Background: an optimization exercise with open tools, aiming at small area. Do not read the settings as production practice. Function was checked by simulation only, so behaviour that the tests miss may differ from the original. No activity file was given, so power comes from the tool's default toggle rates.

File: flow/flow/run.sh
#!/bin/bash
# Own layout flow: the standard ORFS flow (standard.sh) with three changes, all passed as
# make variables:
#  * SCRIPTS_DIR: a copy of ORFS's scripts in which abc_area.script maps the logic with ABC's
#    area-oriented mapper (amap) instead of its delay-oriented one; everything else, including
#    the flip-flop mapping, is ORFS's own;
#  * CTS_ARGS: the clock tree options the flow settings give, plus -dont_use_dummy_load;
#  * BUFFER_PORTS_ARGS: every input and output port still gets a buffer, the smallest one.
# The make output goes to flow_make.log here; ORFS keeps each step's log under orfs/logs/.
set -euo pipefail
rm -rf scripts_amap
cp -r "$FLOW_HOME/scripts" scripts_amap
cp flow/abc_area.script scripts_amap/abc_area.script
bash standard.sh \
  "SCRIPTS_DIR=$PWD/scripts_amap" \
  "CTS_ARGS=-sink_clustering_enable -repair_clock_nets -dont_use_dummy_load -buf_list sky130_fd_sc_hd__clkbuf_16 -sink_clustering_size 30 -sink_clustering_max_diameter 70" \
  "BUFFER_PORTS_ARGS=-buffer_cell sky130_fd_sc_hd__buf_1" \
  finish > flow_make.log 2>&1
File: flow/flow/abc_area.script
strash
dch
amap
topo
dnsize -c
File: flow/standard.sh
#!/bin/bash
# synth_recipe.tcl (not shown) runs the flow's synth.tcl, then flattens the netlist and writes it again
# the make line also repeats each setting of config.mk as NAME=value (left out here)
make -C /OpenROAD-flow-scripts/flow DESIGN_CONFIG=/design/flow/config.mk WORK_HOME=/design/flow/orfs CLKGATE_MAP_FILE= SYNTH_SCRIPT=/design/flow/synth_recipe.tcl "${@:-finish}"
File: flow/config.mk
export PLATFORM = sky130hd
export DESIGN_NAME = ttl_pattern_gen
export DESIGN_NICKNAME = ttl_pattern_gen
export VERILOG_FILES = /design/flow/design.v
export SDC_FILE = /design/flow/constraint.sdc
export NUM_CORES = 4
export LEC_CHECK = 0
export ABC_AREA = 1
export CAP_MARGIN = 20
export CORE_MARGIN = 2
export CORE_UTILIZATION = 70
export CTS_BUF_LIST = sky130_fd_sc_hd__clkbuf_16
export CTS_CLUSTER_DIAMETER = 70
export CTS_CLUSTER_SIZE = 30
export SLEW_MARGIN = 20
export SYNTH_HIERARCHICAL = 1
File: flow/constraint.sdc
create_clock -name core_clock -period 10.0 [get_ports {CLK_40M}]
set_input_delay 2.0000 -clock core_clock [delete_from_list [all_inputs] [get_ports {CLK_40M}]]
set_output_delay 2.0000 -clock core_clock [all_outputs]
set_load 0.01 [all_outputs]
File: flow/design.v
module ttl_pattern_gen #(
   parameter int CH_NUM  = 8,
   parameter int CNT_W   = 16,
   parameter int BURST_W = 8,
   parameter int LB_DLY  = 4
) (
   input  logic              CLK_40M,
   input  logic              RST,
   input  logic              CFG_WE,
   input  logic [3:0]        CFG_CH,
   input  logic [1:0]        CFG_ADDR,
   input  logic [CNT_W-1:0]  CFG_DATA,
   input  logic              START,
   input  logic              STOP,
   output logic [CH_NUM-1:0] OUT,
   output logic [CH_NUM-1:0] BUSY,
   output logic              DONE,
   input  logic [CH_NUM-1:0] RX,
   output logic [15:0]       ERR_CNT
);
   function automatic logic [CNT_W-1:0] inc_c(input logic [CNT_W-1:0] x);
      logic c;
      c = 1'b1;
      for (int b = 0; b < CNT_W; b++) begin
         inc_c[b] = x[b] ^ c;
         c        = c & x[b];
      end
   endfunction
   function automatic logic [CNT_W-1:0] dec_c(input logic [CNT_W-1:0] x);
      logic c;
      c = 1'b1;
      for (int b = 0; b < CNT_W; b++) begin
         dec_c[b] = x[b] ^ c;
         c        = c & !x[b];
      end
   endfunction
   function automatic logic [BURST_W-1:0] dec_b(input logic [BURST_W-1:0] x);
      logic c;
      c = 1'b1;
      for (int b = 0; b < BURST_W; b++) begin
         dec_b[b] = x[b] ^ c;
         c        = c & !x[b];
      end
   endfunction
   logic [CNT_W-1:0] data_m1, data_neg;
   logic             data_nz;
   assign data_m1  = dec_c(CFG_DATA);
   assign data_neg = inc_c(~CFG_DATA);
   assign data_nz  = |CFG_DATA;
   logic [CH_NUM-1:0] busy_q, busy_d;
   logic [CH_NUM-1:0] out_c;
   logic              done_q;
   for (genvar i = 0; i < CH_NUM; i++) begin : g_ch
      logic we_ch;
      assign we_ch = CFG_WE && (CFG_CH == 4'(i));
      logic [CNT_W-1:0]   pm1_sh;    
      logic [CNT_W-1:0]   wid_sh;    
      logic [CNT_W-1:0]   dneg_sh;   
      logic [BURST_W-1:0] bur_sh;    
      logic               pnz_sh;    
      logic               wv_sh;     
      logic               dnz_sh;    
      logic we_p, we_w, we_b, we_d;
      assign we_p = we_ch && CFG_ADDR == 2'd0;
      assign we_w = we_ch && CFG_ADDR == 2'd1;
      assign we_b = we_ch && CFG_ADDR == 2'd2;
      assign we_d = we_ch && CFG_ADDR == 2'd3;
      logic [CNT_W-1:0]   pm1_sh_d, wid_sh_d, dneg_sh_d;
      logic [BURST_W-1:0] bur_sh_d;
      patgen_ao22 #(CNT_W)   u_pm1_sh (.s1(we_p), .a(data_m1), .s0(!we_p), .b(pm1_sh), .y(pm1_sh_d));
      patgen_ao22 #(CNT_W)   u_wid_sh (.s1(we_w), .a(CFG_DATA), .s0(!we_w), .b(wid_sh), .y(wid_sh_d));
      patgen_ao22 #(CNT_W)   u_dly_sh (.s1(we_d), .a(data_neg), .s0(!we_d), .b(dneg_sh), .y(dneg_sh_d));
      patgen_ao22 #(BURST_W) u_bur_sh (.s1(we_b), .a(CFG_DATA[BURST_W-1:0]), .s0(!we_b), .b(bur_sh),
                                       .y(bur_sh_d));
      always_ff @(posedge CLK_40M) begin
         pm1_sh  <= pm1_sh_d;
         wid_sh  <= wid_sh_d;
         dneg_sh <= dneg_sh_d;
      end
      always_ff @(posedge CLK_40M or posedge RST) begin
         if (RST) begin
            bur_sh <= '0;
            pnz_sh <= 1'b0;
            wv_sh  <= 1'b0;
            dnz_sh <= 1'b0;
         end else begin
            bur_sh <= bur_sh_d;
            if (we_p) pnz_sh <= data_nz;
            if (we_w) wv_sh  <= 1'b1;
            if (we_d) dnz_sh <= data_nz;
         end
      end
      logic [CNT_W-1:0]   k_q, k_d, k_inc;
      logic [CNT_W-1:0]   pm1_q, wid_q;
      logic [BURST_W-1:0] brem_q;
      logic               dly_q, f_q;
      logic               eop, last, at_w;
      assign k_inc = inc_c(k_q);
      assign eop   = !dly_q && (k_q == pm1_q);
      assign at_w  = (k_q == wid_q);
      assign last  = (brem_q == BURST_W'(1));
      logic [CNT_W-1:0]   pm1_d, wid_d;
      logic [BURST_W-1:0] brem_d;
      logic               brem_dec;
      assign brem_dec = !START && eop && brem_q != '0;
      patgen_ao22 #(CNT_W) u_k (.s1(START && dnz_sh), .a(dneg_sh), .s0(!START && !eop), .b(k_inc),
                                .y(k_d));
      patgen_ao22 #(CNT_W) u_pm1 (.s1(START), .a(pm1_sh), .s0(!START), .b(pm1_q), .y(pm1_d));
      patgen_ao22 #(CNT_W) u_wid (.s1(START && wv_sh), .a(wid_sh), .s0(!START), .b(wid_q), .y(wid_d));
      patgen_ao222 #(BURST_W) u_brem (.s1(START), .a(bur_sh), .s2(brem_dec), .b(dec_b(brem_q)),
                                      .s0(!START && !brem_dec), .c(brem_q), .y(brem_d));
      always_comb begin
         if (STOP) busy_d[i] = 1'b0;
         else if (START) busy_d[i] = pnz_sh;
         else busy_d[i] = busy_q[i] && !(eop && last);
      end
      always_ff @(posedge CLK_40M) begin
         k_q    <= k_d;
         pm1_q  <= pm1_d;
         wid_q  <= wid_d;
         brem_q <= brem_d;
         f_q <= !(START || dly_q || eop) && (f_q || at_w);
         if (START) begin
            dly_q  <= dnz_sh;
         end else if (dly_q && k_q == '1) begin
            dly_q <= 1'b0;
         end
      end
      assign out_c[i] = busy_q[i] && !dly_q && !f_q && !at_w && !eop;
   end
   always_ff @(posedge CLK_40M or posedge RST) begin
      if (RST) begin
         busy_q <= '0;
         done_q <= 1'b0;
      end else begin
         busy_q <= busy_d;
         done_q <= (|busy_q) && !(|busy_d) && !STOP && !START;
      end
   end
   assign OUT  = out_c;
   assign BUSY = busy_q;
   assign DONE = done_q;
   logic [CH_NUM-1:0] pipe_q [LB_DLY];
   logic [CH_NUM-1:0] mis;
   logic [15:0]       err_q;
   logic [3:0]        nmis;
   logic [15:0]       err_sum;
   logic              err_co;
   function automatic logic [1:0] fadd(input logic a, input logic b, input logic c);
      fadd = {(a & b) | (a & c) | (b & c), a ^ b ^ c};
   endfunction
   logic [1:0] s0, s1, s2, s3, s4, s5;
   always_comb begin
      mis  = (RX ^ pipe_q[LB_DLY-1]) & busy_q;
      s0   = fadd(mis[0], mis[1], mis[2]);
      s1   = fadd(mis[3], mis[4], mis[5]);
      s2   = {mis[6] & mis[7], mis[6] ^ mis[7]};
      s3   = fadd(s0[0], s1[0], s2[0]);
      s4   = fadd(s0[1], s1[1], s2[1]);
      s5   = {s4[0] & s3[1], s4[0] ^ s3[1]};
      nmis = {s4[1] & s5[1], s4[1] ^ s5[1], s5[0], s3[0]};
   end
   always_comb begin
      logic c;
      logic [1:0] fa;
      c = 1'b0;
      for (int b = 0; b < 16; b++) begin
         if (b < 4) begin
            fa = fadd(err_q[b], nmis[b], c);
            err_sum[b] = fa[0];
            c = fa[1];
         end else begin
            err_sum[b] = err_q[b] ^ c;
            c = c & err_q[b];
         end
      end
      err_co = c;
   end
   always_ff @(posedge CLK_40M or posedge RST) begin
      if (RST) begin
         for (int k = 0; k < LB_DLY; k++) pipe_q[k] <= '0;
         err_q <= '0;
      end else begin
         pipe_q[0] <= out_c;
         for (int k = 1; k < LB_DLY; k++) pipe_q[k] <= pipe_q[k-1];
         if (START) err_q <= '0;
         else err_q <= err_co ? 16'hFFFF : err_sum;
      end
   end
   assign ERR_CNT = err_q;
endmodule
module patgen_ao22 #(
   parameter int W = 1
) (
   input  logic         s1,
   input  logic [W-1:0] a,
   input  logic         s0,
   input  logic [W-1:0] b,
   output logic [W-1:0] y
);
   assign y = ({W{s1}} & a) | ({W{s0}} & b);
endmodule
module patgen_ao222 #(
   parameter int W = 1
) (
   input  logic         s1,
   input  logic [W-1:0] a,
   input  logic         s2,
   input  logic [W-1:0] b,
   input  logic         s0,
   input  logic [W-1:0] c,
   output logic [W-1:0] y
);
   assign y = ({W{s1}} & a) | ({W{s2}} & b) | ({W{s0}} & c);
endmodule
==> results of run 1 <==
state kept, by name (all words and copies together), names as in the netlist:
| register | flops |
|---|---|
| g_ch.wid_sh | 128 |
| g_ch.pnz_sh | 8 |
| g_ch.f_q | 8 |
| g_ch.wv_sh | 8 |
| pipe_q | 32 |
| g_ch.dly_q | 8 |
| g_ch.brem_q | 64 |
| g_ch.k_q | 128 |
| g_ch.wid_q | 128 |
| g_ch.dnz_sh | 8 |
| err_q | 16 |
| g_ch.pm1_q | 128 |
| busy_q | 8 |
| g_ch.pm1_sh | 128 |
| done_q | 1 |
| g_ch.dneg_sh | 128 |
| g_ch.bur_sh | 64 |
worst max-delay path: cells and delay by family:
family / cells / cell delay [ns]
AO/OA/AOI/OAI: 2 / 0.31
adder cells (fa/ha/maj): 17 / 4.55
buffers and inverters: 2 / 0.15
AND/OR/NAND/NOR: 3 / 0.71
logic make-up (layout without fill, tap and decap cells):
kind of cell | count (synthesis) | count (layout) | synth area share (%)
xor gates and xnor gates | 8 | 8 | 0.188
and+or+nand+nor | 520 | 520 | 6.25
adders and majority gates | 204 | 204 | 7.00
other | 0 | 1 | 0
buffers and inverters | 397 | 555 | 4.01
DFF | 993 | 993 | 55.6
AOI/OAI and AO/OA | 1212 | 1212 | 26.9
layer usage:
metal | vias up | GRT usage [%] | share of wire (%)
met5 | - | 0 | 0
met2 | 1282 | 60.4 | 45
met4 | 0 | 15.4 | 4.2
met1 | 14030 | 52.1 | 41
li1 | 12967 | - | -
met3 | 207 | 7.55 | 9.5
cells in the mapped netlist (8+ instances only):
master / n
nor4_1: 19
clkinv_1: 389
a211oi_1: 26
buf_1: 8
ha_1: 197
dfrtp_1: 145
a22oi_1: 8
o221ai_1: 16
nand2_1: 69
o2111ai_1: 8
o22ai_1: 16
a22o_1: 832
o211ai_1: 17
or3_1: 10
nor2b_1: 16
nor3_1: 26
nand4_1: 44
o21ai_0: 35
a222oi_1: 64
a21oi_1: 120
or2_0: 14
edfxtp_1: 8
nor2_1: 298
dfxtp_1: 840
a2111oi_0: 25
a211o_1: 15
power by group through the flow:
| stage | clock network (µW) | logic [µW] | registers (µW) |
|---|---|---|---|
| after floorplan | 0 | 1210 | 4870 |
| after global placement | 0 | 1520 | 5000 |
| after detailed placement | 0 | 1610 | 5030 |
| after CTS | 1970 | 1620 | 4940 |
| after global routing | 2100 | 1820 | 5010 |
| final | 1960 | 1640 | 4960 |
stage by stage:
| step | util, % | hold WS (ns) |
|---|---|---|
| 2_1_floorplan | - | 0.331 |
| 3_3_place_gp | 73.7 | 0.333 |
| 3_5_place_dp | 73.7 | 0.335 |
| 4_1_cts | 75.7 | 0.337 |
| 5_1_grt | 75.8 | 0.335 |
| 6_report | 75.8 | 0.332 |
area by class of cell:
| class | count | area share (%) |
|---|---|---|
| inverters | 389 | 3.70 |
| flip-flops and latches | 993 | 51.9 |
| diodes | 1 | 0.00628 |
| clock buffers | 43 | 2.70 |
| multi-input cells | 1944 | 37.8 |
| well taps | 688 | 2.16 |
| repair buffers | 123 | 1.72 |
final timing paths:
kind	cells past startpoint	endpoint	slack, ns
max	24	err_q[3]$_DFF_PP0_	2.77
min	0	pipe_q[1][2]$_DFF_PP0_	0.33
max reg2reg	24	err_q[3]$_DFF_PP0_	3.45
min reg2reg	0	pipe_q[1][2]$_DFF_PP0_	0.33
max in group asynchronous	3	g_ch[2].bur_sh[3]$_DFF_PP0_	7.01
min in group asynchronous	2	g_ch[1].wv_sh$_DFFE_PP0P_	1.54
placed cells by master, fill, tap and decap left out, types with 8 or more instances in the layout:
cell type    n
a2111oi_0   24
a211o_1     15
a211oi_1    25
a21oi_1    120
a222oi_1    64
a22o_1     832
a22oi_1      8
buf_1       58
buf_4       56
clkbuf_16   43
clkbuf_2     8
clkinv_1   387
dfrtp_1    145
dfxtp_1    840
edfxtp_1     8
ha_1       197
nand2_1     69
nand4_1     44
nor2_1     291
nor2b_1     12
nor3_1      26
nor4_1      18
o2111ai_1    8
o211ai_1    17
o21ai_0     35
o221ai_1    16
o22ai_1     16
or2_0       14
or3_1       10
==> summary.md, run 1 <==
| Metric | Value |
|---|---|
| Crit Reg-Reg Startpoint | busy_q[5]$_DFF_PP0_ |
| Initial Util | 70.8% |
| Slew at the pin with the worst max-slew slack | 1.13 ns |
| Non-filler cells, final | 4181 |
| Remaining DRCs | 0 |
| Largest net degree at the start of global routing | 119 |
| Status | complete, no violations |
| Die footprint | 55000 µm² |
| CTS Buffer Depth | 3 |
| Seq cells post-synth | 993 |
| Clk pin slew, worst setup/hold paths | 0.11 ns |
| Worst-path fanout max | 15 |
| Largest cells by area after synthesis | dfxtp_1 (45%), a22o_1 (20%), dfrtp_1 (9.8%) |
| Post-CTS setup buffers | 0 |
| Die Wd | 235 µm |
| Port Buffers | 67 |
| Area leader, netlist | dfxtp_1 |
| Avg WL per Cell | 25.3 µm |
| Top Ports | 68 |
| Placer Congestion | 0.964 |
| Synth warn | 8 |
| Vias in the first global route | 26.8k |
| Later-pin clock latency in the skew report | 0.64 ns |
| Multi-input logic area | 15100 µm² |
| Tot GR Track Use | 38.3% |
| Final setup skew | 0.0542 ns |
| Pwr Total | 8560 µW |
| Sequential share of the synthesized area | 55.6% |
| # hold bufs at CTS | 0 |
| CTS resizes | 0 |
| Cell Chain, Critical Path | buf_1 > a21oi_1 > o21ai_0 > fa_1 > fa_1 > clkinv_1 > ha_1 > fa_1 > fa_1 > fa_1 > ha_1 > ha_1 > ha_1 > ha_1 > ha_1 > ha_1 > ha_1 > ha_1 > ha_1 > ha_1 > ha_1 > and2_0 > nor2_1 > nor2_1 |
| RSZ-0062 raised after global routing | no |
| Clk network pwr share | 22.9% |
| CP peak stage delay | 0.53 ns |
| Setup ws final | 2.77 ns |
| CTS Buf Count | 43 |
| Crit path required time | 10.47 ns |
| Initial drt markers | 3064 |
| Hold_sp | pipe_q[0][2]$_DFF_PP0_ |
| Congestion Overflow GR | 0 |
| FF+latch area | 20700 µm² |
| Fill count | 3572 |
| Combinational share of power | 19.2% |
| Switch Pwr | 2490 µW |
| CTS H-tree depth | 2 |
| Worst Setup End Kind | flip-flop |
| Setup CP Type | primary input to flip-flop |
| First-pass detailed-route iteration total | 6 |
| Top cell type's share of synthesized area | 45.2% |
| First-pass GRT wire length | 159000 µm |
| Final period utilization | 72.3% |
| Cells after synthesis | 3334 |
| Layout cells sized above 1 | 3.52% |
| Int Power | 6070 µW |
| CP most frequent cell | ha_1 |
| Crit path launch | RX[5] |
| Post-DR vias/cell | 6.81 |
| Switch share | 29.0% |
| Ys flop type | dfxtp_1 |
| Mapped Avg Cell Area | 11.2 µm² |
| CTS tree | yes |
| Row count | 84 |
| Async S/R FF share, synth | 14.6% |
| Cell Count Post-Placement | 4135 |
| Power Density | 215 nW/µm² |
| TNS Setup | 0 ns |
| Max Fclk | 138 MHz |
| CTS root buf | clkbuf_16 |
| Post-synthesis instance area | 37200 µm² |
| Antenna violations before repair | 0 |
| Fin crit period | 7.23 ns |
| Core area | 52600 µm² |
| Peak supply drop | 0.173 mV |
| Post-route ant nets | 0 |
| Area delta synth->final | 7.12% |
| Pleak | 0.0166 µW |
| Pre-CTS setup slack | 2.12 ns |
| Max_cap viols | 0 |
| Netlist cell types | 46 |
| Fin. max-slew vios | 0 |
| Syn Nets | 3573 |
| CP max-delay cell | fa_1 |
| DP Wirelength | 70600 µm |
| Worst EP arrival | 7.70 ns |
| DRT Wirelength | 106000 µm |
| Layout Nets | 3733 |
| Relative max-transition margin | 24.5% |
| Setup crit start kind | primary input |
| Hold Path Class | flip-flop to flip-flop |
| DP Area | 38700 µm² |
| Fin. Hold Viols | 0 |
| Post-synth EDFFs | 8 |
| Design area | 39800 µm² |
| Final setup vio count | 0 |
| Chip height | 235 µm |
| Clock sinks | 993 |
| Register share of total power | 57.9% |
| Via Count | 28.5k |
==> run 2, diff against run 1 <==
--- a/flow/flow/run.sh
+++ b/flow/flow/run.sh
@@ -15,3 +15,3 @@
   "SCRIPTS_DIR=$PWD/scripts_amap" \
-  "CTS_ARGS=-sink_clustering_enable -repair_clock_nets -dont_use_dummy_load -buf_list sky130_fd_sc_hd__clkbuf_16 -sink_clustering_size 30 -sink_clustering_max_diameter 70" \
+  "CTS_ARGS=-sink_clustering_enable -repair_clock_nets -dont_use_dummy_load -buf_list sky130_fd_sc_hd__clkbuf_16 -sink_clustering_size 25 -sink_clustering_max_diameter 60" \
   "BUFFER_PORTS_ARGS=-buffer_cell sky130_fd_sc_hd__buf_1" \
--- a/flow/config.mk
+++ b/flow/config.mk
@@ -10,6 +10,6 @@
 export CORE_MARGIN = 2
-export CORE_UTILIZATION = 70
+export CORE_UTILIZATION = 60
 export CTS_BUF_LIST = sky130_fd_sc_hd__clkbuf_16
-export CTS_CLUSTER_DIAMETER = 70
-export CTS_CLUSTER_SIZE = 30
+export CTS_CLUSTER_DIAMETER = 60
+export CTS_CLUSTER_SIZE = 25
 export SLEW_MARGIN = 20
==> run 2 against run 1 <==
  * Worst hold slack better by 0.0067 ns
  * Critical path depth unchanged
  * Still clean
  * First-iteration DRC count down 5.4%
==> summary.md, run 2 <==
| Metric | Value |
|---|---|
| Setup CP Type | primary input to flip-flop |
| Initial drt markers | 2900 |
| WHS Path Cells | 0 |
| Max_cap viols | 0 |
| Crit Reg-Reg Endpoint | err_q[0]$_DFF_PP0_ |
| Final setup vio count | 0 |
| Clk network pwr share | 25.2% |
| CTS resizes | 0 |
| CTS tree | yes |
| Mapped Avg Cell Area | 11.2 µm² |
| Synth warn | 8 |
| RSZ-0062 raised after global routing | no |
| First-pass detailed-route iteration total | 9 |
| Max Fclk | 140 MHz |
| Tot GR Track Use | 34.4% |
| Final setup skew | 0.0641 ns |
| Hold Path Class | flip-flop to flip-flop |
| Post-route ant nets | 0 |
| Crit Reg-Reg Startpoint | busy_q[5]$_DFF_PP0_ |
| Hold endpoint | pipe_q[1][3]$_DFF_PP0_ |
| Crit path required time | 10.50 ns |
| Commonest non-fill, non-tap cell in the layout | dfxtp_1 |
| Fin. max-slew vios | 0 |
| Chip height | 253 µm |
| DP Area | 38900 µm² |
| Post-synthesis instance area | 37200 µm² |
| Relative max-transition margin | 30.2% |
| Layout cells sized above 1 | 4.19% |
| Avg WL per Cell | 25.7 µm |
| Most common cell in the netlist | dfxtp_1 |
| Via Count | 28.2k |
| Layout Nets | 3749 |
| DRT Wirelength | 111000 µm |
| Syn Nets | 3573 |
| Cell Count Post-Placement | 4242 |
| Antenna violations before repair | 7 |
| Sequential share of the synthesized area | 55.6% |
| Pleak | 0.0168 µW |
| Status | complete, no violations |
| Hold_sp | pipe_q[0][3]$_DFF_PP0_ |
| CTS H-tree depth | 2 |
| Final period utilization | 71.5% |
| Port Buffers | 67 |
| Commonest cells after routing, fill and taps aside | dfxtp_1 (840), a22o_1 (832), clkinv_1 (387) |
| Design area | 40400 µm² |
| Vias in the first global route | 26.7k |
| Placer Congestion | 0.926 |
| Die Wd | 253 µm |
| Area delta synth->final | 8.50% |
| Row count | 91 |
| Pwr Total | 8820 µW |
| Ys flop type | dfxtp_1 |
| Clock sinks | 993 |
| Worst EP arrival | 7.64 ns |
| Fin. Hold Viols | 0 |
| Die footprint | 64000 µm² |
| DP Wirelength | 72500 µm |
| Setup crit start kind | primary input |
| CTS Buffer Depth | 3 |
| Slew at the pin with the worst max-slew slack | 1.04 ns |
| Non-filler cells, final | 4299 |
| Post-DR vias/cell | 6.55 |
| Switch share | 28.9% |
| Largest cells by area after synthesis | dfxtp_1 (45%), a22o_1 (20%), dfrtp_1 (9.8%) |
| Initial Util | 60.5% |
| Seq cells post-synth | 993 |
| Later-pin clock latency in the skew report | 0.67 ns |
| Largest net degree at the start of global routing | 125 |
| Congestion Overflow GR | 0 |
| Clk pin slew, worst setup/hold paths | 0.10 ns |
| Combinational share of power | 18.7% |
| # hold bufs at CTS | 0 |
| Top cell type's share of synthesized area | 45.2% |
| CTS root buf | clkbuf_16 |
| Cells after synthesis | 3334 |
| Switch Pwr | 2540 µW |
| Netlist cell types | 46 |
| TNS Setup | 0 ns |
| Synth cell count leaders | dfxtp_1 (840), a22o_1 (832), clkinv_1 (389), nor2_1 (298), ha_1 (197) |
| Post-CTS setup buffers | 0 |
| Async S/R FF share, synth | 14.6% |
| Fin crit period | 7.15 ns |
| First-pass GRT wire length | 166000 µm |
| Core area | 61500 µm² |
| Worst Setup End Kind | flip-flop |
| Worst-path fanout max | 15 |
| Area leader, netlist | dfxtp_1 |
| CTS Buf Count | 55 |
| Power Density | 219 nW/µm² |
| Register share of total power | 56.2% |
| Top Ports | 68 |
| Reg2Reg Depth | 24 |
| Remaining DRCs | 0 |
| Int Power | 6270 µW |
| Post-synth EDFFs | 8 |
| Reg2reg setup slack | 3.44 ns |
| Peak supply drop | 0.166 mV |
==> run 2: routing by layer <==
metal | track usage [%] | vias up | wire length, µm | part of all wire [%]
li1 | - | 13008 | - | -
met4 | 12.6 | 4 | 4390 | 4.0
met5 | 0 | - | 27 | 0.024
met1 | 46.6 | 13739 | 46300 | 42
met3 | 7.69 | 220 | 9920 | 9.0
met2 | 54.2 | 1184 | 49900 | 45
==> run 2: cell families (layout without fill, tap and decap cells) <==
kind of cell | after synthesis | after routing | share of synthesized area (%)
compound gates | 1212 | 1212 | 26.9
xor+xnor | 8 | 8 | 0.188
fa+ha+maj | 204 | 204 | 7.00
buf+inv | 397 | 571 | 4.01
flops | 993 | 993 | 55.6
other cells | 0 | 1 | 0
simple gates | 520 | 520 | 6.25
==> run 2: area by class of cell <==
type | count | area (µm²)
clock buffers | 55 | 1380
fillers | 4796 | 21100
repair buffers | 127 | 741
inverters | 389 | 1470
diodes | 1 | 2.50
multi-input cells | 1944 | 15100
flip-flops and latches | 993 | 20700
well taps | 790 | 988
==> run 2: power by group through the flow <==
stage          logic [µW]  registers [µW]  clock network (µW)
2_1_floorplan        1210            4870                   0
3_3_place_gp         1550            5010                   0
3_5_place_dp         1620            5030                   0
4_1_cts              1630            4940                2250
5_1_grt              1830            5010                2380
6_report             1650            4950                2220
==> run 2: how the worst max path moves through the flow <==
stage / slack, ns / cells past startpoint / startpoint / endpoint
final: 2.85 / 24 / RX[5] / err_q[0]$_DFF_PP0_
after global routing: 2.60 / 24 / RX[5] / err_q[0]$_DFF_PP0_
after floorplan: 1.51 / 3 / START / g_ch[3].k_q[14]$_DFF_P_
after detailed placement: 2.19 / 24 / RX[5] / err_q[0]$_DFF_PP0_
after CTS: 2.82 / 25 / RX[2] / err_q[7]$_DFF_PP0_
after global placement: 2.33 / 24 / RX[5] / err_q[14]$_DFF_PP0_
==> run 2: through the flow <==
step	worst slack, ns	hold slack [ns]	util [%]
floorplan	1.51	0.331	-
global placement	2.33	0.333	63.3
detailed placement	2.19	0.335	63.3
CTS	2.82	0.338	65.5
global route	2.60	0.341	65.6
finish	2.85	0.338	65.6
==> run 2: worst max-delay path, cell delays in order <==
cell,delay (ns)
buf_1,0.08
a21oi_1,0.12
o21ai_0,0.15
fa_1,0.48
fa_1,0.52
clkinv_1,0.06
ha_1,0.28
fa_1,0.39
fa_1,0.43
fa_1,0.41
ha_1,0.19
ha_1,0.18
ha_1,0.18
ha_1,0.18
ha_1,0.18
ha_1,0.19
ha_1,0.19
ha_1,0.19
ha_1,0.18
ha_1,0.18
ha_1,0.20
and2_0,0.39
nor2_1,0.21
nor2_1,0.06
==> run 3, diff against run 2 <==
--- a/flow/design.v
+++ b/flow/design.v
@@ -28,13 +28,5 @@
    endfunction
-   function automatic logic [CNT_W-1:0] dec_c(input logic [CNT_W-1:0] x);
+   function automatic logic [BURST_W-1:0] dec_b(input logic [BURST_W-1:0] x, input logic bi);
       logic c;
-      c = 1'b1;
-      for (int b = 0; b < CNT_W; b++) begin
-         dec_c[b] = x[b] ^ c;
-         c        = c & !x[b];
-      end
-   endfunction
-   function automatic logic [BURST_W-1:0] dec_b(input logic [BURST_W-1:0] x);
-      logic c;
-      c = 1'b1;
+      c = bi;
       for (int b = 0; b < BURST_W; b++) begin
@@ -44,5 +36,4 @@
    endfunction
-   logic [CNT_W-1:0] data_m1, data_neg;
+   logic [CNT_W-1:0] data_neg;
    logic             data_nz;
-   assign data_m1  = dec_c(CFG_DATA);
    assign data_neg = inc_c(~CFG_DATA);
@@ -55,3 +46,3 @@
       assign we_ch = CFG_WE && (CFG_CH == 4'(i));
-      logic [CNT_W-1:0]   pm1_sh;    
+      logic [CNT_W-1:0]   per_sh;    
       logic [CNT_W-1:0]   wid_sh;    
@@ -67,5 +58,5 @@
       assign we_d = we_ch && CFG_ADDR == 2'd3;
-      logic [CNT_W-1:0]   pm1_sh_d, wid_sh_d, dneg_sh_d;
+      logic [CNT_W-1:0]   per_sh_d, wid_sh_d, dneg_sh_d;
       logic [BURST_W-1:0] bur_sh_d;
-      patgen_ao22 #(CNT_W)   u_pm1_sh (.s1(we_p), .a(data_m1), .s0(!we_p), .b(pm1_sh), .y(pm1_sh_d));
+      patgen_ao22 #(CNT_W)   u_per_sh (.s1(we_p), .a(CFG_DATA), .s0(!we_p), .b(per_sh), .y(per_sh_d));
       patgen_ao22 #(CNT_W)   u_wid_sh (.s1(we_w), .a(CFG_DATA), .s0(!we_w), .b(wid_sh), .y(wid_sh_d));
@@ -75,3 +66,3 @@
       always_ff @(posedge CLK_40M) begin
-         pm1_sh  <= pm1_sh_d;
+         per_sh  <= per_sh_d;
          wid_sh  <= wid_sh_d;
@@ -93,3 +84,3 @@
       logic [CNT_W-1:0]   k_q, k_d, k_inc;
-      logic [CNT_W-1:0]   pm1_q, wid_q;
+      logic [CNT_W-1:0]   per_q, wid_q;
       logic [BURST_W-1:0] brem_q;
@@ -98,15 +89,15 @@
       assign k_inc = inc_c(k_q);
-      assign eop   = !dly_q && (k_q == pm1_q);
+      assign eop   = !dly_q && (k_inc == per_q);
       assign at_w  = (k_q == wid_q);
       assign last  = (brem_q == BURST_W'(1));
-      logic [CNT_W-1:0]   pm1_d, wid_d;
+      logic [CNT_W-1:0]   per_d, wid_d;
       logic [BURST_W-1:0] brem_d;
       logic               brem_dec;
-      assign brem_dec = !START && eop && brem_q != '0;
+      assign brem_dec = eop && brem_q != '0;
       patgen_ao22 #(CNT_W) u_k (.s1(START && dnz_sh), .a(dneg_sh), .s0(!START && !eop), .b(k_inc),
                                 .y(k_d));
-      patgen_ao22 #(CNT_W) u_pm1 (.s1(START), .a(pm1_sh), .s0(!START), .b(pm1_q), .y(pm1_d));
+      patgen_ao22 #(CNT_W) u_per (.s1(START), .a(per_sh), .s0(!START), .b(per_q), .y(per_d));
       patgen_ao22 #(CNT_W) u_wid (.s1(START && wv_sh), .a(wid_sh), .s0(!START), .b(wid_q), .y(wid_d));
-      patgen_ao222 #(BURST_W) u_brem (.s1(START), .a(bur_sh), .s2(brem_dec), .b(dec_b(brem_q)),
-                                      .s0(!START && !brem_dec), .c(brem_q), .y(brem_d));
+      patgen_ao22 #(BURST_W) u_brem (.s1(START), .a(bur_sh), .s0(!START), .b(dec_b(brem_q, brem_dec)),
+                                     .y(brem_d));
       always_comb begin
@@ -118,3 +109,3 @@
          k_q    <= k_d;
-         pm1_q  <= pm1_d;
+         per_q  <= per_d;
          wid_q  <= wid_d;
@@ -202,14 +193 @@
 endmodule
-module patgen_ao222 #(
-   parameter int W = 1
-) (
-   input  logic         s1,
-   input  logic [W-1:0] a,
-   input  logic         s2,
-   input  logic [W-1:0] b,
-   input  logic         s0,
-   input  logic [W-1:0] c,
-   output logic [W-1:0] y
-);
-   assign y = ({W{s1}} & a) | ({W{s2}} & b) | ({W{s0}} & c);
-endmodule
--- a/flow/flow/run.sh
+++ b/flow/flow/run.sh
@@ -15,3 +15,3 @@
   "SCRIPTS_DIR=$PWD/scripts_amap" \
-  "CTS_ARGS=-sink_clustering_enable -repair_clock_nets -dont_use_dummy_load -buf_list sky130_fd_sc_hd__clkbuf_16 -sink_clustering_size 25 -sink_clustering_max_diameter 60" \
+  "CTS_ARGS=-sink_clustering_enable -repair_clock_nets -dont_use_dummy_load -buf_list sky130_fd_sc_hd__clkbuf_16 -sink_clustering_size 30 -sink_clustering_max_diameter 70" \
   "BUFFER_PORTS_ARGS=-buffer_cell sky130_fd_sc_hd__buf_1" \
--- a/flow/config.mk
+++ b/flow/config.mk
@@ -10,6 +10,7 @@
 export CORE_MARGIN = 2
-export CORE_UTILIZATION = 60
+export CORE_UTILIZATION = 70
 export CTS_BUF_LIST = sky130_fd_sc_hd__clkbuf_16
-export CTS_CLUSTER_DIAMETER = 60
-export CTS_CLUSTER_SIZE = 25
+export CTS_CLUSTER_DIAMETER = 70
+export CTS_CLUSTER_SIZE = 30
+export GPL_TIMING_DRIVEN = 0
 export SLEW_MARGIN = 20
==> run 3 against run 2 <==
  * Maximum frequency down 13%
  * Power decreased by 5.3%
  * Sequential share of layout area increased by 0.53 points
  * First-iteration DRC count fell by 17%
  * Synthesized area is 0.74% lower
  * Clock power shrank 11%
  * Cell area decreased by 1.0%
  * Clock skew fell by 0.015 ns
  * Via count fell by 2.4%
  * Critical path type is now flip-flop to output port
  * Largest power group unchanged
  * Highest routed layer unchanged
==> summary.md, run 3 <==
| Metric | Value |
|---|---|
| Placer Congestion | 0.944 |
| Layout cells sized above 1 | 4.00% |
| Pwr Total | 8350 µW |
| Peak supply drop | 0.190 mV |
| Post-route ant nets | 0 |
| Worst-path fanout max | 5 |
| Synth cell count leaders | a22o_1 (896), dfxtp_1 (840), clkinv_1 (363), nor2_1 (262), ha_1 (197) |
| DP Area | 38800 µm² |
| CTS H-tree depth | 2 |
| Synth warn | 8 |
| Mapped Avg Cell Area | 11.4 µm² |
| Congestion Overflow GR | 0 |
| DRT Wirelength | 99800 µm |
| Slew at the pin with the worst max-slew slack | 1.21 ns |
| Top cell type's share of synthesized area | 45.6% |
| FF+latch area | 20700 µm² |
| Initial Util | 70.5% |
| Pleak | 0.0167 µW |
| Worst Setup End Kind | output port |
| Antenna violations before repair | 2 |
| First-pass detailed-route iteration total | 7 |
| Port Buffers | 67 |
| Post-DR vias/cell | 6.72 |
| Post-synth EDFFs | 8 |
| Remaining DRCs | 0 |
| Power Density | 209 nW/µm² |
| Max_cap viols | 0 |
| Hold Path Class | flip-flop to flip-flop |
| Setup CP Type | flip-flop to output port |
| Fin. max-slew vios | 0 |
| CTS Buffer Depth | 3 |
| Layout Nets | 3639 |
| Cells after synthesis | 3251 |
| Initial drt markers | 2393 |
| Core area | 52300 µm² |
| Sequential share of the synthesized area | 56.0% |
| Largest cells by area after synthesis | dfxtp_1 (46%), a22o_1 (21%), dfrtp_1 (9.8%) |
| Final setup vio count | 0 |
| Most common cell in the netlist | a22o_1 |
| Largest net degree at the start of global routing | 106 |
| Cell Count Post-Placement | 4042 |
| Non-filler cells, final | 4086 |
| Fill count | 3558 |
| Top Ports | 68 |
| Clk pin slew, worst setup/hold paths | 0.11 ns |
| Crit path required time | 8.00 ns |
| Setup crit start kind | flip-flop |
| Die footprint | 54600 µm² |
| Vias in the first global route | 26.0k |
| Multi-input logic area | 14900 µm² |
| DP Wirelength | 68600 µm |
| Via Count | 27.5k |
| Area delta synth->final | 8.19% |
| Row count | 84 |
| Post-CTS setup buffers | 0 |
| Fin crit period | 8.17 ns |
| Worst EP arrival | 6.17 ns |
| Fin. Hold Viols | 0 |
| CTS resizes | 0 |
| RSZ-0062 raised after global routing | no |
| Async S/R FF share, synth | 14.6% |
| Area leader, netlist | dfxtp_1 |
| CTS tree | yes |
| Final setup skew | 0.0493 ns |
| Commonest non-fill, non-tap cell in the layout | a22o_1 |
| CTS Buf Count | 44 |
| Clock sinks | 993 |
| Commonest cells after routing, fill and taps aside | a22o_1 (896), dfxtp_1 (840), clkinv_1 (361) |
| Netlist cell types | 51 |
| Design area | 39900 µm² |
| Post-layout util | 76.3% |
| Tot GR Track Use | 36.1% |
| Seq cells post-synth | 993 |
| CTS root buf | clkbuf_16 |
| Post-synthesis instance area | 36900 µm² |
| First-pass GRT wire length | 150000 µm |
| Max Fclk | 122 MHz |
| Diodes inserted | 0 |
| Syn Nets | 3490 |
| Ys flop type | dfxtp_1 |
| Final period utilization | 81.7% |
| Relative max-transition margin | 18.9% |
| Avg WL per Cell | 24.4 µm |
| Chip height | 234 µm |
| Die Wd | 234 µm |
| # hold bufs at CTS | 0 |
| Status | complete, no violations |
| Later-pin clock latency in the skew report | 0.64 ns |
-- run 3: cell types whose count changed after synthesis, sizes merged, moves of 13 or more --
cell,previous run,this run
nand2,69,35
o21ai,35,16
a222oi,64,1
o22ai,16,31
a2111oi,25,10
clkinv,389,363
a22o,832,896
nor2,298,262
a221o,1,17
a21oi,120,133
a211oi,26,9
-- run 3: worst max-delay path, stage by stage, from the launching register on --
cell and delay, ns:
dfxtp_1 0.35, ha_1 0.24, ha_1 0.19, ha_1 0.17, ha_1 0.18, ha_1 0.19
ha_1 0.19, ha_1 0.19, ha_1 0.18, ha_1 0.19, ha_1 0.19, ha_1 0.18
ha_1 0.18, ha_1 0.18, ha_1 0.30, clkinv_1 0.09, a21oi_1 0.12, o221ai_1 0.13
or4_1 0.53, or4_1 0.40, nor3_1 0.74, nor4b_1 0.24, buf_1 0.20
-- run 3: routing by layer --
metal  GRT usage [%]  share of wire (%)  wire (µm)  vias to the layer above
met1            49.1                 42      42300                    13512
met5               0              0.024         24                        -
met4            13.3                3.9       3860                        4
met2            59.2                 46      46400                     1111
li1                -                  -          -                    12630
met3            4.50                7.3       7300                      212
-- run 3: kinds of logic after synthesis --
family / count (synthesis) / share of synthesized area (%)
AOI/OAI and AO/OA: 1216 / 27.1
buffers and inverters: 371 / 3.77
xor gates and xnor gates: 6 / 0.142
adders and majority gates: 204 / 7.06
and+or+nand+nor: 461 / 5.90
DFF: 993 / 56.0
-- run 3: metrics by stage --
step / setup WS, ns / setup TNS (ns) / hold WS, ns
final: 1.83 / 0 / 0.322
after detailed placement: 1.55 / 0 / 0.335
after global placement: -14.23 / -6549.27 / 0.334
after CTS: 1.85 / 0 / 0.325
after global routing: 1.59 / 0 / 0.331
after floorplan: 0.272 / 0 / 0.331
-- run 3: cell type report --
type | count | share of cell area [%]
buffer | 8 | 0.0752
clock buffer | 44 | 2.76
inverter | 363 | 3.44
multi-input combinational | 1887 | 37.4
sequential | 993 | 51.8
tap | 688 | 2.16
timing repair buffer | 103 | 2.37
-- run 3: worst paths after layout --
path                                              to  cells past startpoint              startpoint  slack, ns
setup / recovery                              OUT[1]                     22  g_ch[1].k_q[0]$_DFF_P_       1.83
hold reg to reg               pipe_q[1][4]$_DFF_PP0_                      0  pipe_q[0][4]$_DFF_PP0_       0.32
setup reg to reg           g_ch[1].brem_q[7]$_DFF_P_                     31  g_ch[1].k_q[0]$_DFF_P_       3.07
hold / removal                pipe_q[1][4]$_DFF_PP0_                      0  pipe_q[0][4]$_DFF_PP0_       0.32
max in group asynchronous     pipe_q[0][0]$_DFF_PP0_                      3                     RST       7.95
min in group asynchronous           done_q$_DFF_PP0_                      2                     RST       1.37
-- run 3: where the power goes --
part	internal, µW	switching, µW
Combinational	739	746
Sequential	4500	383
Clock	792	1190
==> run 4, diff against run 3 <==
--- a/flow/design.v
+++ b/flow/design.v
@@ -28,11 +28,12 @@
    endfunction
-   function automatic logic [BURST_W-1:0] dec_b(input logic [BURST_W-1:0] x, input logic bi);
+   function automatic logic [BURST_W-1:0] inc_b(input logic [BURST_W-1:0] x, input logic ci);
       logic c;
-      c = bi;
+      c = ci;
       for (int b = 0; b < BURST_W; b++) begin
-         dec_b[b] = x[b] ^ c;
-         c        = c & !x[b];
+         inc_b[b] = x[b] ^ c;
+         c        = c & x[b];
       end
    endfunction
-   logic [CNT_W-1:0] data_neg;
+   logic [CNT_W-1:0]   data_neg;
+   logic [BURST_W-1:0] data_negb;
    logic             data_nz;
@@ -40,2 +41,3 @@
    assign data_nz  = |CFG_DATA;
+   assign data_negb = data_neg[BURST_W-1:0];
    logic [CH_NUM-1:0] busy_q, busy_d;
@@ -63,3 +65,3 @@
       patgen_ao22 #(CNT_W)   u_dly_sh (.s1(we_d), .a(data_neg), .s0(!we_d), .b(dneg_sh), .y(dneg_sh_d));
-      patgen_ao22 #(BURST_W) u_bur_sh (.s1(we_b), .a(CFG_DATA[BURST_W-1:0]), .s0(!we_b), .b(bur_sh),
+      patgen_ao22 #(BURST_W) u_bur_sh (.s1(we_b), .a(data_negb), .s0(!we_b), .b(bur_sh),
                                        .y(bur_sh_d));
@@ -91,7 +93,7 @@
       assign at_w  = (k_q == wid_q);
-      assign last  = (brem_q == BURST_W'(1));
+      assign last  = &brem_q;
       logic [CNT_W-1:0]   per_d, wid_d;
       logic [BURST_W-1:0] brem_d;
-      logic               brem_dec;
-      assign brem_dec = eop && brem_q != '0;
+      logic               brem_inc;
+      assign brem_inc = eop && brem_q != '0;
       patgen_ao22 #(CNT_W) u_k (.s1(START && dnz_sh), .a(dneg_sh), .s0(!START && !eop), .b(k_inc),
@@ -100,3 +102,3 @@
       patgen_ao22 #(CNT_W) u_wid (.s1(START && wv_sh), .a(wid_sh), .s0(!START), .b(wid_q), .y(wid_d));
-      patgen_ao22 #(BURST_W) u_brem (.s1(START), .a(bur_sh), .s0(!START), .b(dec_b(brem_q, brem_dec)),
+      patgen_ao22 #(BURST_W) u_brem (.s1(START), .a(bur_sh), .s0(!START), .b(inc_b(brem_q, brem_inc)),
                                      .y(brem_d));
==> flow/flow/abc_area.script (replaced) <==
strash
ifraig
dc2
dch -f
amap -F 2 -A 8
topo
dnsize -c
==> run 4 against run 3 <==
  * Still clean
  * Clock power is essentially flat
  * Synthesized cell count fell by 4.1%
  * Cell area down 0.98%
  * Non-clock buffer count is 2 lower
  * Maximum frequency rose by 3.5%
  * Power is 0.91% lower
  * Critical path depth down 1
  * Synthesized area is 1.2% lower
  * Combinational power decreased by 7%
  * Clock skew up 0.017 ns
  * Flip-flop and latch count did not move
  * Routed wire length rose by 0.51%
  * Critical path type unchanged
  * Largest cell class unchanged
  * Largest power group unchanged
  * Highest routed layer unchanged
==> summary.md, run 4 <==
| Metric | Value |
|---|---|
| Async S/R FF share, synth | 14.6% |
| Antenna violations before repair | 5 |
| Max_cap viols | 0 |
| Clk pin slew, worst setup/hold paths | 0.11 ns |
| Cell Chain, Critical Path | ha_1 > ha_1 > ha_1 > ha_1 > ha_1 > ha_1 > ha_1 > ha_1 > ha_1 > ha_1 > ha_1 > ha_1 > ha_1 > ha_1 > clkinv_1 > a221oi_1 > o2111ai_1 > or3_1 > nor4_1 > nor4b_1 > buf_1 |
| Final setup skew | 0.0664 ns |
| Post-layout util | 76.9% |
| Later-pin clock latency in the skew report | 0.64 ns |
| Die Wd | 232 µm |
| Post-DR vias/cell | 6.92 |
| Syn Nets | 3357 |
| RSZ-0062 raised after global routing | no |
| Peak supply drop | 0.190 mV |
| Final period utilization | 79.0% |
| Largest cells by area after synthesis | dfxtp_1 (46%), a22o_1 (22%), dfrtp_1 (9.9%) |
| Post-route ant nets | 0 |
| Core area | 51400 µm² |
| Commonest non-fill, non-tap cell in the layout | a22o_1 |
| Top cell type's share of synthesized area | 46.1% |
| Initial drt markers | 2488 |
| CTS tree | yes |
| CTS Buffer Depth | 3 |
| Cells after synthesis | 3118 |
| CTS H-tree depth | 2 |
| Port Buffers | 67 |
| Fill count | 3393 |
| DP Area | 38300 µm² |
| Layout cells sized above 1 | 4.54% |
| CTS Buf Count | 44 |
| Avg WL per Cell | 25.4 µm |
| Design area | 39500 µm² |
| Congestion Overflow GR | 0 |
| CP most frequent cell | ha_1 |
| Pwr Total | 8270 µW |
| Tot GR Track Use | 36.6% |
| Row count | 83 |
| Power Density | 209 nW/µm² |
| Initial Util | 71.0% |
| Status | complete, no violations |
| Pleak | 0.0166 µW |
| Die footprint | 53900 µm² |
| Mapped Avg Cell Area | 11.7 µm² |
| Setup crit start kind | flip-flop |
| Worst-path fanout max | 5 |
| Worst Setup End Kind | output port |
| Relative max-transition margin | 16.8% |
| Hold Path Class | flip-flop to flip-flop |
| Top Ports | 68 |
| Fin. max-slew vios | 0 |
| Synth cell count leaders | a22o_1 (906), dfxtp_1 (840), clkinv_1 (224), nor2_1 (220), ha_1 (197) |
| CTS resizes | 0 |
| Fin crit period | 7.90 ns |
| Worst EP arrival | 5.90 ns |
| DRT Wirelength | 100000 µm |
| Slew at the pin with the worst max-slew slack | 1.23 ns |
| Clock sinks | 993 |
| Synth warn | 8 |
| TNS Setup | 0 ns |
| Pre-CTS setup slack | 2.10 ns |
| Largest net degree at the start of global routing | 106 |
| Post-CTS setup buffers | 0 |
| Post-synth EDFFs | 8 |
| Sequential share of the synthesized area | 56.7% |
| CP peak stage delay | 0.71 ns |
| Area delta synth->final | 8.43% |
| # hold bufs at CTS | 0 |
| Commonest cells after routing, fill and taps aside | a22o_1 (906), dfxtp_1 (840), clkinv_1 (222) |
| Vias in the first global route | 26.0k |
| Layout Nets | 3504 |
| First-pass GRT wire length | 151000 µm |
| Most common cell in the netlist | a22o_1 |
| Seq cells post-synth | 993 |
| DP Wirelength | 68000 µm |
| Remaining DRCs | 0 |
| Cell family with most CP delay | adder cells |
| Crit path required time | 8.00 ns |
| Ys flop type | dfxtp_1 |
| Chip height | 232 µm |
| CP max-delay cell | nor4_1 |
| Placer Congestion | 0.925 |
| Crit path buffers/inverters | 2 |
| Setup CP Type | flip-flop to output port |
| Netlist cell types | 45 |
| Post-synthesis instance area | 36500 µm² |
| CTS root buf | clkbuf_16 |
| Max Fclk | 127 MHz |
| Area leader, netlist | dfxtp_1 |
| Fin. Hold Viols | 0 |
| First-pass detailed-route iteration total | 7 |
| Final setup vio count | 0 |
| Via Count | 27.3k |
| Setup ws final | 2.10 ns |
==> run 4: final timing paths <==
| check | slack, ns | startpoint | endpoint | cells after the start |
|---|---|---|---|---|
| max in group asynchronous | 7.68 | RST | g_ch[4].bur_sh[7]$_DFF_PP0_ | 3 |
| setup / recovery | 2.10 | g_ch[2].k_q[0]$_DFF_P_ | OUT[2] | 21 |
| setup reg to reg | 3.33 | g_ch[6].k_q[0]$_DFF_P_ | g_ch[6].brem_q[7]$_DFF_P_ | 30 |
| hold / removal | 0.34 | pipe_q[1][6]$_DFF_PP0_ | pipe_q[2][6]$_DFF_PP0_ | 0 |
| min in group asynchronous | 1.43 | RST | err_q[8]$_DFF_PP0_ | 2 |
| hold reg to reg | 0.34 | pipe_q[1][6]$_DFF_PP0_ | pipe_q[2][6]$_DFF_PP0_ | 0 |
==> run 4: kinds of logic after synthesis <==
| logic type | Yosys count | share of synthesized area (%) |
|---|---|---|
| adder cells (fa/ha/maj) | 204 | 7.14 |
| buffers and inverters | 232 | 2.39 |
| flip-flops | 993 | 56.7 |
| AND/OR/NAND/NOR | 443 | 5.74 |
| XOR/XNOR | 29 | 0.696 |
| AO/OA/AOI/OAI | 1217 | 27.3 |
==> run 4: cell type report <==
| type | instances | area (µm²) | share of cell area (%) |
|---|---|---|---|
| diodes | 2 | 5.00 | 0.0127 |
| plain buffers | 8 | 30.0 | 0.0759 |
| clock buffers | 44 | 1100 | 2.78 |
| inverters | 224 | 851 | 2.15 |
| multi-input cells | 1893 | 15100 | 38.1 |
| flip-flops and latches | 993 | 20700 | 52.3 |
| well taps | 680 | 851 | 2.15 |
| repair buffers | 101 | 956 | 2.42 |
==> run 4: power breakdown <==
group / leakage [µW] / total (µW) / switching (µW) / internal (µW)
registers: 0.00890 / 4910 / 410 / 4500
clock network: 0.000542 / 1970 / 1180 / 792
logic: 0.00720 / 1390 / 683 / 710
total: 0.0166 / 8270 / 2270 / 6000
==> run 4: metrics by stage <==
stage / instances / hold WS (ns)
after global routing: 3943 / 0.342
after global placement: 3865 / 0.333
after detailed placement: 3896 / 0.335
after floorplan: 3118 / 0.331
final: 3945 / 0.344
after CTS: 3940 / 0.336
==> run 4: routing by layer <==
| layer | track usage (%) | up-vias | part of all wire (%) |
|---|---|---|---|
| met5 | 0 | - | 0.017 |
| met4 | 14.1 | 4 | 4.0 |
| met3 | 5.40 | 244 | 8.1 |
| met2 | 58.7 | 1111 | 46 |
| met1 | 50.2 | 13540 | 42 |
| li1 | - | 12401 | - |
==> run 5, diff against run 4 <==
--- a/flow/config.mk
+++ b/flow/config.mk
@@ -14,3 +14,2 @@
 export CTS_CLUSTER_SIZE = 30
-export GPL_TIMING_DRIVEN = 0
 export SLEW_MARGIN = 20
==> run 5 against run 4 <==
  * Still clean
  * Flip-flop and latch count stayed put
  * Maximum frequency is 2.8% higher
  * Cell count is 0.43% higher
  * Synthesized cell count stayed put
  * Count of clock-buffer cells in the layout is 1 lower
  * Clock power hardly changed
  * Synthesized area stayed put
  * Clock skew is 0.017 ns lower
  * Combinational power hardly changed
  * Power is 0.46% lower
  * Routed wire length is 1.6% higher
  * Largest cell class unchanged
==> summary.md, run 5 <==
| Metric | Value |
|---|---|
| CTS tree | yes |
| Hold slack | 0.354 ns |
| Seq cells post-synth | 993 |
| Placer Congestion | 0.908 |
| Pleak | 0.0166 µW |
| Mapped Avg Cell Area | 11.7 µm² |
| Largest cells by area after synthesis | dfxtp_1 (46%), a22o_1 (22%), dfrtp_1 (9.9%) |
| Cell Chain, Critical Path | ha_1 > ha_1 > ha_1 > ha_1 > ha_1 > ha_1 > ha_1 > ha_1 > ha_1 > ha_1 > ha_1 > ha_1 > ha_1 > ha_1 > nor2_1 > a21oi_1 > a221o_1 > a2111o_1 > nor4_1 > nor4bb_1 > buf_1 |
| Hold_sp | pipe_q[1][7]$_DFF_PP0_ |
| Port Buffers | 67 |
| Worst-path fanout max | 4 |
| Clock sinks | 993 |
| Ys flop type | dfxtp_1 |
| Row count | 83 |
| DRT Wirelength | 102000 µm |
| Congestion Overflow GR | 0 |
| CTS Buf Count | 43 |
| Async S/R FF share, synth | 14.6% |
| Fill count | 3546 |
| Area leader, netlist | dfxtp_1 |
| Hold Path Class | flip-flop to flip-flop |
| Commonest cells after routing, fill and taps aside | a22o_1 (906), dfxtp_1 (840), clkinv_1 (222) |
| Die footprint | 53900 µm² |
| Combinational share of power | 16.7% |
| CP most frequent cell | ha_1 |
| Int Power | 5970 µW |
| Crit Reg-Reg Startpoint | g_ch[6].k_q[0]$_DFF_P_ |
| Post-synthesis instance area | 36500 µm² |
| CTS Buffer Depth | 3 |
| Post-route ant nets | 0 |
| WHS Path Cells | 0 |
| Setup ws final | 2.31 ns |
| Final setup vio count | 0 |
| Syn Nets | 3357 |
| Non-filler cells, final | 3962 |
| Switch share | 27.6% |
| FF+latch area | 20700 µm² |
| Sequential share of the synthesized area | 56.7% |
| Crit path required time | 8.00 ns |
| Clk network pwr share | 23.7% |
| Cells after synthesis | 3118 |
| Pre-CTS setup slack | 2.07 ns |
| CP max-delay cell | nor4_1 |
| Post-DR vias/cell | 6.95 |
| Later-pin clock latency in the skew report | 0.63 ns |
| Initial drt markers | 2552 |
| Tot GR Track Use | 37.4% |
| Initial Util | 71.0% |
| Slew at the pin with the worst max-slew slack | 1.28 ns |
| Post-CTS setup buffers | 0 |
| Hold endpoint | pipe_q[2][7]$_DFF_PP0_ |
| CTS root buf | clkbuf_16 |
| Diodes inserted | 0 |
| Cell Count Post-Placement | 3915 |
| Crit path buffers/inverters | 1 |
| Final period utilization | 76.9% |
| CTS resizes | 0 |
| Antenna violations before repair | 4 |
| Core area | 51400 µm² |
| Status | complete, no violations |
| Area delta synth->final | 7.40% |
| Layout cells sized above 1 | 3.96% |
| Reg2reg setup slack | 3.45 ns |
| Via Count | 27.5k |
| Largest net degree at the start of global routing | 172 |
| Setup crit start kind | flip-flop |
| Chip height | 232 µm |
| RSZ-0062 raised after global routing | no |
| Fin. max-slew vios | 0 |
| Avg WL per Cell | 25.7 µm |
| Top cell type's share of synthesized area | 46.1% |
| Worst Setup End Kind | output port |
| Synth warn | 8 |
| Fin crit period | 7.69 ns |
| Top Ports | 68 |
| Synth cell count leaders | a22o_1 (906), dfxtp_1 (840), clkinv_1 (224), nor2_1 (220), ha_1 (197) |
| First-pass GRT wire length | 154000 µm |
| Final setup skew | 0.0496 ns |
| Cell family with most CP delay | adder cells |
| Fin. Hold Viols | 0 |
| CP peak stage delay | 0.76 ns |
| # hold bufs at CTS | 0 |
| Setup CP Type | flip-flop to output port |
| TNS Setup | 0 ns |
| Netlist cell types | 45 |
| Post-synth EDFFs | 8 |
| Layout Nets | 3523 |
| Pwr Total | 8240 µW |
| Remaining DRCs | 0 |
| CTS H-tree depth | 2 |
| Multi-input logic area | 15000 µm² |
| Clk pin slew, worst setup/hold paths | 0.09 ns |
| DP Wirelength | 66100 µm |
| Reg2Reg Depth | 29 |
| Peak supply drop | 0.189 mV |
| Power Density | 210 nW/µm² |
| Register share of total power | 59.6% |
| Switch Pwr | 2270 µW |
| Crit Reg-Reg Endpoint | g_ch[6].brem_q[6]$_DFF_P_ |
| Max Fclk | 130 MHz |
| Max_cap viols | 0 |
| Most common cell in the netlist | a22o_1 |
| Relative max-transition margin | 14.4% |
| Vias in the first global route | 26.3k |
| Commonest non-fill, non-tap cell in the layout | a22o_1 |
| First-pass detailed-route iteration total | 5 |
| Worst EP arrival | 5.69 ns |
| Die Wd | 232 µm |
run 5: worst max path at each step:
stage | endpoint | slack [ns] | from | depth (start not counted)
6_report | OUT[6] | 2.31 | g_ch[6].k_q[0]$_DFF_P_ | 21
5_1_grt | OUT[6] | 2.10 | g_ch[6].k_q[0]$_DFF_P_ | 21
4_1_cts | OUT[6] | 2.36 | g_ch[6].k_q[0]$_DFF_P_ | 21
3_5_place_dp | err_q[2]$_DFF_PP0_ | 2.07 | RX[0] | 25
3_3_place_gp | err_q[14]$_DFF_PP0_ | 2.30 | RX[2] | 25
2_1_floorplan | g_ch[1].k_q[14]$_DFF_P_ | 0.11 | START | 3
run 5: power by group through the flow:
| stage | logic (µW) | registers (µW) | clock network, µW |
|---|---|---|---|
| floorplan | 996 | 4840 | 0 |
| global placement | 1290 | 4950 | 0 |
| detailed placement | 1350 | 4980 | 0 |
| CTS | 1360 | 4900 | 1960 |
| global route | 1490 | 4960 | 2100 |
| finish | 1380 | 4910 | 1950 |
run 5: layer usage:
metal | share of wire, % | GRT usage [%] | routed length, µm
met3 | 8.5 | 6.63 | 8640
met1 | 42 | 52.2 | 43100
met5 | 0.044 | 0 | 45
met2 | 45 | 57.9 | 45700
met4 | 4.5 | 15.3 | 4590
run 5: cell families after synthesis:
group / count (synthesis) / synth area share [%]
AND/OR/NAND/NOR: 443 / 5.74
XOR/XNOR: 29 / 0.696
flip-flops: 993 / 56.7
adder cells (fa/ha/maj): 204 / 7.14
AO/OA/AOI/OAI: 1217 / 27.3
buffers and inverters: 232 / 2.39
run 5: per-stage QoR:
stage | util, % | cell area [µm²]
after CTS | 76.1 | 39100
after global placement | 74.0 | 38000
after floorplan | - | 36500
after global routing | 76.2 | 39200
final | 76.2 | 39200
after detailed placement | 74.0 | 38000
run 5: layout make-up:
cell class                 count  share of cell area, %
inverter                     224                   2.18
sequential                   993                   52.8
timing repair buffer         129                   1.88
clock buffer                  43                   2.75
tap                          680                   2.17
multi-input combinational   1893                   38.2
==> run 6, diff against run 5 <==
--- a/flow/flow/run.sh
+++ b/flow/flow/run.sh
@@ -15,3 +15,3 @@
   "SCRIPTS_DIR=$PWD/scripts_amap" \
-  "CTS_ARGS=-sink_clustering_enable -repair_clock_nets -dont_use_dummy_load -buf_list sky130_fd_sc_hd__clkbuf_16 -sink_clustering_size 30 -sink_clustering_max_diameter 70" \
+  "CTS_ARGS=-sink_clustering_enable -repair_clock_nets -dont_use_dummy_load -buf_list sky130_fd_sc_hd__clkbuf_16 -sink_clustering_size 40 -sink_clustering_max_diameter 55" \
   "BUFFER_PORTS_ARGS=-buffer_cell sky130_fd_sc_hd__buf_1" \
--- a/flow/config.mk
+++ b/flow/config.mk
@@ -10,6 +10,6 @@
 export CORE_MARGIN = 2
-export CORE_UTILIZATION = 70
+export CORE_UTILIZATION = 80
 export CTS_BUF_LIST = sky130_fd_sc_hd__clkbuf_16
-export CTS_CLUSTER_DIAMETER = 70
-export CTS_CLUSTER_SIZE = 30
+export CTS_CLUSTER_DIAMETER = 55
+export CTS_CLUSTER_SIZE = 40
 export SLEW_MARGIN = 20
==> run 6 against run 5 <==
  * Register-to-register slack worse by 0.18 ns
  * Routed wire length up 3.4%
  * Count of clock-buffer cells in the layout up 6
  * Via count up 3.9%
  * Die area down 12%
  * Synthesized area unchanged
  * Power up 2.2%
  * Flip-flop and latch count unchanged
  * Utilization up 11 points
  * Critical path depth unchanged
  * Still clean on timing, DRC and antenna
  * Cell count down 1.9%
==> summary.md, run 6 <==
| Metric | Value |
|---|---|
| Status | complete, no violations |
| Core area | 45200 µm² |
| Clk pin slew, worst setup/hold paths | 0.09 ns |
| Final period utilization | 77.9% |
| Avg WL per Cell | 27.1 µm |
| Top Ports | 68 |
| Most common cell in the netlist | a22o_1 |
| Area leader, netlist | dfxtp_1 |
| Async S/R FF share, synth | 14.6% |
| Final setup vio count | 0 |
| Synth cell count leaders | a22o_1 (906), dfxtp_1 (840), clkinv_1 (224), nor2_1 (220), ha_1 (197) |
| Commonest non-fill, non-tap cell in the layout | a22o_1 |
| Crit path buffers/inverters | 1 |
| CP Depth | 21 |
| Cell family with most CP delay | adder cells |
| Tot GR Track Use | 43.9% |
| Ys flop type | dfxtp_1 |
| Worst-path fanout max | 4 |
| WHS Path Cells | 0 |
| Placer Congestion | 0.973 |
| Hold_sp | pipe_q[0][6]$_DFF_PP0_ |
| TNS Setup | 0 ns |
| Later-pin clock latency in the skew report | 0.66 ns |
| Cells after synthesis | 3118 |
| Worst Setup End Kind | output port |
| First-pass detailed-route iteration total | 8 |
| Antenna violations before repair | 2 |
| Layout cells sized above 1 | 4.11% |
| Chip height | 218 µm |
| Fin crit period | 7.79 ns |
| CTS root buf | clkbuf_16 |
| GRT met3 Usage | 8.44% |
| Die Wd | 218 µm |
| Top cell type's share of synthesized area | 46.1% |
| Seq cells post-synth | 993 |
| Hold Path Class | flip-flop to flip-flop |
| Power Density | 215 nW/µm² |
| Reg2Reg Depth | 30 |
| CTS Buffer Depth | 3 |
| Reg2reg setup slack | 3.27 ns |
| Syn Nets | 3357 |
| Design area | 39200 µm² |
| Port Buffers | 67 |
| Fin. max-slew vios | 0 |
| CP most frequent cell | ha_1 |
| Clock sinks | 993 |
| Max_cap viols | 0 |
| Crit Reg-Reg Endpoint | g_ch[6].brem_q[7]$_DFF_P_ |
| Hold endpoint | pipe_q[1][6]$_DFF_PP0_ |
| Gr busiest metal | met2 |
| Commonest cells after routing, fill and taps aside | a22o_1 (906), dfxtp_1 (840), clkinv_1 (222) |
| Multi-input logic area | 15000 µm² |
| Cell Chain, Critical Path | ha_1 > ha_1 > ha_1 > ha_1 > ha_1 > ha_1 > ha_1 > ha_1 > ha_1 > ha_1 > ha_1 > ha_1 > ha_1 > ha_1 > nor2_1 > a21oi_1 > a221o_1 > a2111o_1 > nor4_1 > nor4bb_1 > buf_1 |
| RSZ-0062 raised after global routing | no |
| CP max-delay cell | nor4_1 |
| FF+latch area | 20700 µm² |
| Relative max-transition margin | 17.3% |
| Max Fclk | 128 MHz |
| Pleak | 0.0167 µW |
| DP Area | 37900 µm² |
| Met2 Track Usage GR | 69.7% |
| Fin. Hold Viols | 0 |
| CTS resizes | 0 |
| Row count | 78 |
| DRT Wirelength | 105000 µm |
| Initial Util | 80.7% |
| Final setup skew | 0.0849 ns |
| DP Wirelength | 67300 µm |
| Vias in the first global route | 28.1k |
| Pre-CTS setup slack | 1.89 ns |
| Setup ws final | 2.21 ns |
| Setup CP Type | flip-flop to output port |
| CP peak stage delay | 0.83 ns |
| Largest net degree at the start of global routing | 141 |
| Congestion Overflow GR | 0 |
| Cell Count Post-Placement | 3834 |
| GR Util met1 | 54.8% |
| Peak supply drop | 0.200 mV |
| Hold slack | 0.346 ns |
| Worst EP arrival | 5.79 ns |
| Slew at the pin with the worst max-slew slack | 1.24 ns |
| Largest cells by area after synthesis | dfxtp_1 (46%), a22o_1 (22%), dfrtp_1 (9.9%) |
| Non-filler cells, final | 3887 |
| Area delta synth->final | 7.50% |
| Layout Nets | 3526 |
| Post-CTS setup buffers | 0 |
| Sequential share of the synthesized area | 56.7% |
| Post-synthesis instance area | 36500 µm² |
| Post-synth EDFFs | 8 |
| CTS tree | yes |
| Fill count | 2214 |
| Post-route ant nets | 0 |
| Remaining DRCs | 0 |
| Via Count | 28.6k |
| Crit path required time | 8.00 ns |
| Synth warn | 8 |
| Netlist cell types | 45 |
| First-pass GRT wire length | 160000 µm |
| Setup crit start kind | flip-flop |
| Die footprint | 47300 µm² |
| CTS H-tree depth | 2 |
| Post-DR vias/cell | 7.36 |
| # hold bufs at CTS | 0 |
| Mapped Avg Cell Area | 11.7 µm² |
| Crit Reg-Reg Startpoint | g_ch[6].k_q[0]$_DFF_P_ |
| CTS Buf Count | 49 |
| Initial drt markers | 3518 |
run 6: metal layers:
metal / wire [µm] / vias to the layer above / part of all wire, %
met4: 7790 / 2 / 7.4
met5: 10 / - / 0.0095
met1: 39100 / 14042 / 37
met2: 48200 / 1681 / 46
met3: 10300 / 460 / 9.8
li1: - / 12424 / -
run 6: stage by stage:
stage / total power [µW] / util (%)
global route: 8670 / 86.8
global placement: 6220 / 83.9
floorplan: 5840 / -
finish: 8410 / 86.8
CTS: 8350 / 86.6
detailed placement: 6340 / 83.9
run 6: worst reg2reg max path, delay by kind of cell, from the launching register on:
kind	cells	cell delay [ns]
fa+ha+maj	21	3.84
buf+inv	1	0.31
compound gates	6	1.16
simple gates	2	0.93
flops	1	0.37
run 6: how the worst max path moves through the flow:
stage,start,to,slack (ns)
4_1_cts,g_ch[6].k_q[0]$_DFF_P_,OUT[6],2.37
5_1_grt,g_ch[6].k_q[0]$_DFF_P_,OUT[6],2.13
3_5_place_dp,RX[5],err_q[1]$_DFF_PP0_,1.89
2_1_floorplan,START,g_ch[1].k_q[14]$_DFF_P_,0.11
6_report,g_ch[6].k_q[0]$_DFF_P_,OUT[6],2.21
3_3_place_gp,RX[5],err_q[12]$_DFF_PP0_,2.24
run 6: cell families after synthesis:
family | share of synthesized area (%)
xor gates and xnor gates | 0.696
DFF | 56.7
AOI/OAI and AO/OA | 27.3
buffers and inverters | 2.39
adders and majority gates | 7.14
and+or+nand+nor | 5.74
run 6: report_power, final:
part / switching [µW] / total, µW / leakage [µW] / internal [µW]
clock network: 1200 / 2070 / 0.000604 / 875
logic: 713 / 1410 / 0.00715 / 696
registers: 433 / 4930 / 0.00890 / 4500
run 6: final cells by class:
cell class	instances	share of cell area, %
diodes	2	0.0128
clock buffers	49	3.13
inverters	224	2.18
multi-input cells	1893	38.2
flip-flops and latches	993	52.8
well taps	600	1.91
repair buffers	126	1.82

afterwards: timing with drivers on the ports:
No port has a modelled driver above. Below, the same layouts with a new extraction and two added sets of constraints.
Step 1: set_driving_cell puts a clkbuf_16 on CLK_40M and a buf_2 on each other input, an assumption about the parent block.
Step 2 adds t to the input delays and takes it off the output delays; t is the mean of the earliest and latest rising clock arrival at the registers after step 1. Input paths then give back, and output paths get back, about the clock's delay inside the block.
Three values: ideal ports, drivers, drivers and shift; two values: the first two.
run | t (ns) | setup slack, ns | hold WS [ns] | pins driven straight from the clock port
run 1 | 0.670 | 2.771 / 2.811 / 2.140 | 0.332 / 0.332 / 0.332 | 1
run 2 | 0.703 | 2.853 / 2.899 / 2.196 | 0.338 / 0.338 / 0.338 | 1
run 3 | 0.677 | 1.827 / 1.762 / 1.566 | 0.322 / 0.322 / 0.322 | 1
run 4 | 0.669 | 2.100 / 2.036 / 2.132 | 0.344 / 0.344 / 0.344 | 1
run 5 | 0.674 | 2.315 / 2.247 / 2.069 | 0.354 / 0.354 / 0.354 | 1
run 6 | 0.684 | 2.211 / 2.149 / 1.747 | 0.346 / 0.346 / 0.346 | 1
After both steps every run listed still meets setup and hold. The setup slack of run 2, which loses most, moves by +0.046 ns with the drivers and by -0.657 ns with both steps.
